What follows belongs to an exercise in optimizing a design on an open flow for small area, a short achievable clock period and few clock cycles per item; a production flow would make more cautious choices. RTL that was checked went through simulation tests only; none was proved equivalent to the original.

==> job 8897: inputs <==
==> flow/design.v (excerpt) <==
module differential_temp_fan_stepper_core
(
    input  wire logic        clk,
    input  wire logic        rst_n,
    input  wire logic        sensor_valid,
    output logic             sensor_ready,
    input  wire logic [15:0] sensor_sample_a,
    input  wire logic [15:0] sensor_sample_b,
    output logic             status_valid,
    input  wire logic        status_ready,
    output logic [2:0]       status_fan_level,
    output logic             status_level_changed,
    output logic             status_compared,
    output logic [14:0]      status_average_difference,
    output logic             status_relay_low_cap,
    output logic             status_relay_high_cap,
    output logic             status_main_relay,
    input  wire logic        cfg_valid,
    output logic             cfg_ready,
    input  wire logic [3:0]  cfg_index,
    input  wire logic [15:0] cfg_data
);
    logic [THRESH_W-1:0] thr_reg [4];
    logic                in_fire;
    logic                adv;
    logic                rdy_reg;
    logic                pend_reg;      
    logic                skid_v_reg;
    logic [DSUM_W:0]     skid_reg;      
    logic                w_neg;
    logic [DSUM_W-2:0]   w_y;
    logic                w_lt;
    logic                e_v_reg;
    logic [DSUM_W:0]     e_reg;
    logic                e_inc;
    logic [DSUM_W-2:0]   y;
    logic [4:0]          m3;        
    logic [4:0]          m2;
    logic [4:0]          m1;
    logic [4:0]          r3;        
    logic [4:0]          r2;
    logic [4:0]          r1;
    logic [4:0]          r0;
    logic [15:0]         quot;
    logic                q_v_reg;
    logic [SAMPLE_W-1:0] q_reg;
    logic                q_inc_reg;
    logic [SAMPLE_W-1:0] diff;
    logic [3:0]          gt;
  ...
Settings: LEC_CHECK=0, CAP_MARGIN=20, CORE_MARGIN=2, CORE_UTILIZATION=40, SETUP_SLACK_MARGIN=5, SLEW_MARGIN=20; clock period 8.0 ns.
run.sh (not shown) runs the stock make flow with config.mk's settings and CLKGATE_MAP_FILE= SYNTH_SCRIPT=/design/flow/synth_recipe.tcl, a recipe that flattens the netlist after the stock synthesis.
==> job 9492: changes against job 8897 <==
- ABC_CLOCK_PERIOD_IN_PS: default -> 2500
==> summary of the runs <==
Job 9492 completed without violations. Job 8897 passed the timing, DRC and antenna checks. In critical path depth, job 8897 and job 9492 do not differ. In routed wire length, job 9492 and job 8897 do not differ. In clock skew, job 8897 and job 9492 do not differ. In via count, job 8897 and job 9492 do not differ.
==> figures <==
quantity                                                 job 9492   job 8897
Run status                       no timing/DRC/antenna violations  no timing/DRC/antenna violations
Floorplan row count                                            88         88
Adder-cell share of the synthesized area                   0.0655     0.0655
Yosys warnings                                                  4          4
Clock latency on the worst-skew pair                      0.60 ns    0.60 ns
Instance count after placement with tap cells included       3048       3048
Hold-critical path depth                                        0          0
Met3 Wirelength                                           2800 um    2800 um
Multi-input gate area                                   13300 um2  13300 um2
Classification of the worst-slack hold path               reg2reg    reg2reg
Most common cell in the synthesized netlist               nand2_1    nand2_1
Function was not checked in any run of this note: the RTL went through the layout flow alone.

---

==> 12-03: inputs <==
differential_temp_fan_stepper_core, a different RTL version from the one above (not shown whole).
clock: 8.0 ns
lec_check: 0
cap_margin: 20
core_margin: 2
core_utilization: 40
setup_slack_margin: 4
slew_margin: 20
synth_hierarchical: 1
==> 08-10: changes against 12-03 <==
--- a/flow/design.v
+++ b/flow/design.v
@@ -113,12 +113,12 @@
     output logic                        w_neg,
     output logic [DSUM_W-2:0]           w_y,
     output logic [3:0]                  w_rb
 );
     localparam int ENT_W = DIFF_W + 4;      
-    logic [ENT_W+2:0]         new_reg;       
-    logic [ENT_W+2:0]         in_ent;
+    logic [ENT_W-1:0]         new_reg;
+    logic [ENT_W-1:0]         in_ent;
     logic [WINDOW:1][ENT_W-1:0] ent_reg;
     logic [3:0]               fill_reg;
     logic                     full_reg;
     logic [DIFF_W-1:0]        new_nd;
     logic                     new_pb;
@@ -142,11 +142,11 @@
             new_reg <= in_ent;
     end
     always_ff @(posedge clk)
     begin
         if (shift)
-            ent_reg <= {ent_reg[WINDOW-1:1], new_nd, new_pb, dtfs_pkg::oh_enc5(new_mb)};
+            ent_reg <= {ent_reg[WINDOW-1:1], new_reg};
     end
     always_ff @(posedge clk or negedge rst_n)
     begin
         if (!rst_n)
         begin
@@ -157,13 +157,13 @@
         begin
             fill_reg <= fill_reg + 4'd1;
             full_reg <= (fill_reg == 4'(WINDOW - 1));
         end
     end
-    assign new_nd  = new_reg[ENT_W+2:7];
-    assign new_pb  = new_reg[6];
-    assign new_mb  = dtfs_pkg::oh_add5(dtfs_pkg::oh_dec5(new_reg[5:3]), dtfs_pkg::oh_dec5(new_reg[2:0]));
+    assign new_nd  = new_reg[ENT_W-1:4];
+    assign new_pb  = new_reg[3];
+    assign new_mb  = dtfs_pkg::oh_dec5(new_reg[2:0]);
     assign old_ent = full_reg ? ent_reg[WINDOW] : '0;
     assign old_nd  = old_ent[ENT_W-1:4];
     assign old_pb  = old_ent[3];
     assign old_mb  = dtfs_pkg::oh_dec5(old_ent[2:0]);
     dtfs_dsum_next u_dsum_next (
@@ -195,19 +195,20 @@
 import dtfs_pkg::*;
 module dtfs_conv
 (
     input  wire logic [RAW_W-1:0]       sample_a,
     input  wire logic [RAW_W-1:0]       sample_b,
-    output logic [DIFF_W+6:0]           ent
+    output logic [DIFF_W+3:0]           ent
 );
     logic [SAMPLE_W-1:0] ca;
     logic [SAMPLE_W-1:0] cb;
+    logic [4:0]          mb;
     assign ca = sample_a[RAW_W-1] ? '0 : sample_a[SAMPLE_W-1:0];
     assign cb = sample_b[RAW_W-1] ? '0 : sample_b[SAMPLE_W-1:0];
-    assign ent = {DIFF_W'(cb) - DIFF_W'(ca), cb[0],
-                  dtfs_pkg::oh_enc5(dtfs_pkg::oh_add5(dtfs_pkg::oh_mod5({1'b0, cb[14:12]}), dtfs_pkg::oh_mod5(cb[11:8]))),
-                  dtfs_pkg::oh_enc5(dtfs_pkg::oh_add5(dtfs_pkg::oh_mod5(cb[7:4]), dtfs_pkg::oh_mod5(cb[3:0])))};
+    assign mb = dtfs_pkg::oh_add5(dtfs_pkg::oh_add5(dtfs_pkg::oh_mod5({1'b0, cb[14:12]}), dtfs_pkg::oh_mod5(cb[11:8])),
+                                  dtfs_pkg::oh_add5(dtfs_pkg::oh_mod5(cb[7:4]), dtfs_pkg::oh_mod5(cb[3:0])));
+    assign ent = {DIFF_W'(cb) - DIFF_W'(ca), cb[0], dtfs_pkg::oh_enc5(mb)};
 endmodule
 import dtfs_pkg::*;
 module dtfs_dsum_next
 (
     input  wire logic [DSUM_W-1:0]   s,
@@ -254,11 +255,11 @@
     logic                in_fire;
     logic                adv;           
     logic                shift;         
     logic                take_e;        
     logic                save;          
-    logic                nrdy_reg;      
+    logic                rdy_reg;
     logic                sh_pend_reg;   
     logic                pend_reg;      
     logic                skid_v_reg;
     logic [DSUM_W+3:0]   skid_reg;      
     logic                sh_pend_next;
@@ -266,13 +267,11 @@
     logic                skid_v_next;
     logic                w_neg;
     logic [DSUM_W-2:0]   w_y;
     logic [3:0]          w_rb;
     logic                e_v_reg;
-    logic [DSUM_W+3:0]   e_in;          
-    logic [11:0]         e_rem;         
-    logic [DSUM_W+15:0]  e_reg;
+    logic [DSUM_W+3:0]   e_reg;
     logic                e_neg;
     logic [3:0]          e_rb;
     logic [DSUM_W-2:0]   y;
     logic [SAMPLE_W-1:0] quot;
     logic                inc;
@@ -292,12 +291,12 @@
     logic                main_reg;
     logic                out_valid_reg;
     logic                out_chg_reg;
     logic                out_cmp_reg;
     logic [SAMPLE_W-1:0] out_diff_reg;
-    assign sensor_ready = !nrdy_reg;
-    assign in_fire      = sensor_valid && !nrdy_reg;
+    assign sensor_ready = rdy_reg;
+    assign in_fire      = sensor_valid && rdy_reg;
     assign adv          = !out_valid_reg || status_ready;
     assign cfg_ready = 1'b1;
     always_ff @(posedge clk or negedge rst_n)
     begin
         if (!rst_n)
@@ -309,11 +308,11 @@
         end
         else if (cfg_valid && (cfg_index[3:2] == 2'b00))
             thr_reg[cfg_index[1:0]] <= cfg_data[THRESH_W-1:0];
     end
     assign take_e = adv && !skid_v_reg && pend_reg;
-    assign shift  = sh_pend_reg && (!pend_reg || !skid_v_reg);
+    assign shift  = sh_pend_reg && (!pend_reg || adv || !skid_v_reg);
     assign save   = pend_reg && shift && !take_e;
     assign sh_pend_next = in_fire || (sh_pend_reg && !shift);
     assign pend_next    = shift || (pend_reg && !take_e);
     assign skid_v_next  = save || (skid_v_reg && !adv);
     dtfs_datapath u_datapath (
@@ -329,19 +328,19 @@
     );
     always_ff @(posedge clk or negedge rst_n)
     begin
         if (!rst_n)
         begin
-            nrdy_reg    <= 1'b0;
+            rdy_reg     <= 1'b1;
             sh_pend_reg <= 1'b0;
             pend_reg    <= 1'b0;
             skid_v_reg  <= 1'b0;
             e_v_reg     <= 1'b0;
         end
         else
         begin
-            nrdy_reg    <= sh_pend_next && pend_next && skid_v_next;
+            rdy_reg     <= !sh_pend_next || !pend_next || !skid_v_next;
             sh_pend_reg <= sh_pend_next;
             pend_reg    <= pend_next;
             skid_v_reg  <= skid_v_next;
             if (adv)
                 e_v_reg <= skid_v_reg || pend_reg;
@@ -350,25 +349,19 @@
     always_ff @(posedge clk)
     begin
         if (!skid_v_reg || adv)
             skid_reg <= {w_neg, w_y, w_rb};
         if (adv)
-            e_reg <= {e_in, e_rem};
+            e_reg <= skid_v_reg ? skid_reg : {w_neg, w_y, w_rb};
     end
-    assign e_in = skid_v_reg ? skid_reg : {w_neg, w_y, w_rb};
-    dtfs_div10_rem u_div10_rem (
-        .y   (e_in[DSUM_W+2:4]),
-        .rem (e_rem)
-    );
-    assign e_neg = e_reg[DSUM_W+15];
-    assign y     = e_reg[DSUM_W+14:16];
-    assign e_rb  = e_reg[15:12];
+    assign e_neg = e_reg[DSUM_W+3];
+    assign y     = e_reg[DSUM_W+2:4];
+    assign e_rb  = e_reg[3:0];
     dtfs_div10 u_div10 (
         .neg  (e_neg),
         .y    (y),
         .rb   (e_rb),
-        .rem  (e_reg[11:0]),
         .quot (quot),
         .inc  (inc)
     );
     always_ff @(posedge clk or negedge rst_n)
     begin
@@ -463,47 +456,41 @@
     assign status_average_difference = out_diff_reg;
     assign status_relay_low_cap      = cap_reg[0];
     assign status_relay_high_cap     = cap_reg[1];
     assign status_main_relay         = main_reg;
 endmodule
-module dtfs_div10_rem
+import dtfs_pkg::*;
+module dtfs_div10
 (
+    input  wire logic                neg,
     input  wire logic [DSUM_W-2:0]   y,
-    output logic [11:0]              rem       
+    input  wire logic [3:0]          rb,
+    output logic [SAMPLE_W-1:0]      quot,
+    output logic                     inc
 );
     logic [4:0]  m3;        
     logic [4:0]  m2;
     logic [4:0]  m1;
     logic [4:0]  m0;
-    logic [4:0]  r3;
+    logic [4:0]  r3;        
     logic [4:0]  r2;
+    logic [4:0]  r1;
+    logic [4:0]  r0;
+    logic [4:0]  rf;        
+    logic [3:0]  q3;
     assign m3 = dtfs_pkg::oh_mod5(y[16:13]);
     assign m2 = dtfs_pkg::oh_mod5(y[12:9]);
     assign m1 = dtfs_pkg::oh_mod5(y[8:5]);
     assign m0 = dtfs_pkg::oh_mod5(y[4:1]);
     assign r3 = dtfs_pkg::oh_mod5({2'b00, y[18:17]});
     assign r2 = dtfs_pkg::oh_add5(r3, m3);
-    assign rem = {dtfs_pkg::oh_enc5(r2),
-                  dtfs_pkg::oh_enc5(dtfs_pkg::oh_add5(r3, dtfs_pkg::oh_add5(m3, m2))),
-                  dtfs_pkg::oh_enc5(dtfs_pkg::oh_add5(r2, dtfs_pkg::oh_add5(m2, m1))),
-                  dtfs_pkg::oh_enc5(dtfs_pkg::oh_add5(dtfs_pkg::oh_add5(r3, dtfs_pkg::oh_add5(m3, m2)),
-                                                      dtfs_pkg::oh_add5(m1, m0)))};
-endmodule
-import dtfs_pkg::*;
-module dtfs_div10
-(
-    input  wire logic                neg,
-    input  wire logic [DSUM_W-2:0]   y,
-    input  wire logic [3:0]          rb,
-    input  wire logic [11:0]         rem,
-    output logic [SAMPLE_W-1:0]      quot,
-    output logic                     inc
-);
-    logic [3:0]  q3;
-    assign q3   = dtfs_pkg::div5_digit(dtfs_pkg::oh_mod5({2'b00, y[18:17]}), y[16:13]);
+    assign r1 = dtfs_pkg::oh_add5(r3, dtfs_pkg::oh_add5(m3, m2));
+    assign r0 = dtfs_pkg::oh_add5(r2, dtfs_pkg::oh_add5(m2, m1));
+    assign rf = dtfs_pkg::oh_add5(r1, dtfs_pkg::oh_add5(m1, m0));
+    assign q3 = dtfs_pkg::div5_digit(r3, y[16:13]);
     assign quot = {q3[2:0],
-                   dtfs_pkg::div5_digit(dtfs_pkg::oh_dec5(rem[11:9]), y[12:9]),
-                   dtfs_pkg::div5_digit(dtfs_pkg::oh_dec5(rem[8:6]), y[8:5]),
-                   dtfs_pkg::div5_digit(dtfs_pkg::oh_dec5(rem[5:3]), y[4:1])};
-    assign inc  = |(dtfs_pkg::oh_dec5(rem[2:0]) & dtfs_pkg::inc_mask(neg, y[0], rb));
+                   dtfs_pkg::div5_digit(r2, y[12:9]),
+                   dtfs_pkg::div5_digit(r1, y[8:5]),
+                   dtfs_pkg::div5_digit(r0, y[4:1])};
+    assign inc = |(rf & dtfs_pkg::inc_mask(neg, y[0], rb));
 endmodule
 `default_nettype wire
Settings changed: ABC_AREA from default to 1, CTS_CLUSTER_DIAMETER from default to 120, CTS_CLUSTER_SIZE from default to 22, SETUP_SLACK_MARGIN 4 to 5.
==> flow_metrics.tcl <==
set metrics [dict create \
    clock-sinks 395 \
    start_util 0.4049 \
    crit_arrival_ns 3.27 \
    status "complete, no violations" \
    ys_async_sr_fraction 0.2380 \
    synthAdderAreaFrac 0.06225 \
    nNetsFinal 2835 \
    rows 86 \
    synthTopCellsByCount "nand2_1, inv_1, edfxtp_1, nor2_1, nand3_1" \
    crit_start "sensor_sample_a[1]" \
    clk_latency_ns 0.56 \
    fmax_mhz 337.1 \
    track_usage 0.1676 \
    worstSetupStartpointType "input pin" \
]
(the above is from 08-10)
==> flow_metrics.tcl <==
set metrics [dict create \
    crit_arrival_ns 4.36 \
    crit_start "u_datapath.dsum_reg[19]$_DFFE_PN0P_" \
    fmax_mhz 247.6 \
    synthAdderAreaFrac 0.05896 \
    clock-sinks 410 \
    synthTopCellsByCount "edfxtp_1, inv_1, nand2_1, nor2_1, a21oi_1" \
    rows 90 \
    clk_latency_ns 0.59 \
    worstSetupStartpointType "register" \
    track_usage 0.1718 \
    status "complete, no violations" \
]
(the above is from 12-03)
Testbench counts of 08-10, summed over its fixed seeds: cycles 16,040, items 16,000.
Only the layout flow was run in 12-03; the RTL was not checked for function there.

port drivers added, routing unchanged:
No port has a modelled driver above. Below, the same layouts with a new extraction and two added sets of constraints.
Step 1 (the two cells are an assumption about what drives the block):
set clk [get_ports {clk}]
set_driving_cell -lib_cell sky130_fd_sc_hd__clkbuf_16 $clk
set_driving_cell -lib_cell sky130_fd_sc_hd__buf_2 [delete_from_list [all_inputs] $clk]
Step 2 adds t to the input delays and takes it off the output delays; t is the mean of the earliest and latest rising clock arrival at the registers after step 1. Input paths then give back, and output paths get back, about the clock's delay inside the block.
Slacks: ideal ports / drivers / drivers and shift; pairs: ideal ports / drivers.
| run | t (ns) | setup slack, ns | clock arrival spread, ns |
|---|---|---|---|
| job 8897 | 0.634 | 3.159 / 3.159 / 3.159 | 0.055 / 0.056 |
| job 9492 | 0.634 | 3.159 / 3.159 / 3.159 | 0.055 / 0.056 |
| 12-03 | 0.635 | 3.961 / 3.961 / 3.595 | 0.020 / 0.021 |
| 08-10 | 0.607 | 5.034 / 5.012 / 4.455 | 0.015 / 0.015 |
After both steps every run listed still meets setup and hold. For 08-10, which loses most, drivers alone change the setup slack by -0.022 ns; drivers and shift together by -0.579 ns.
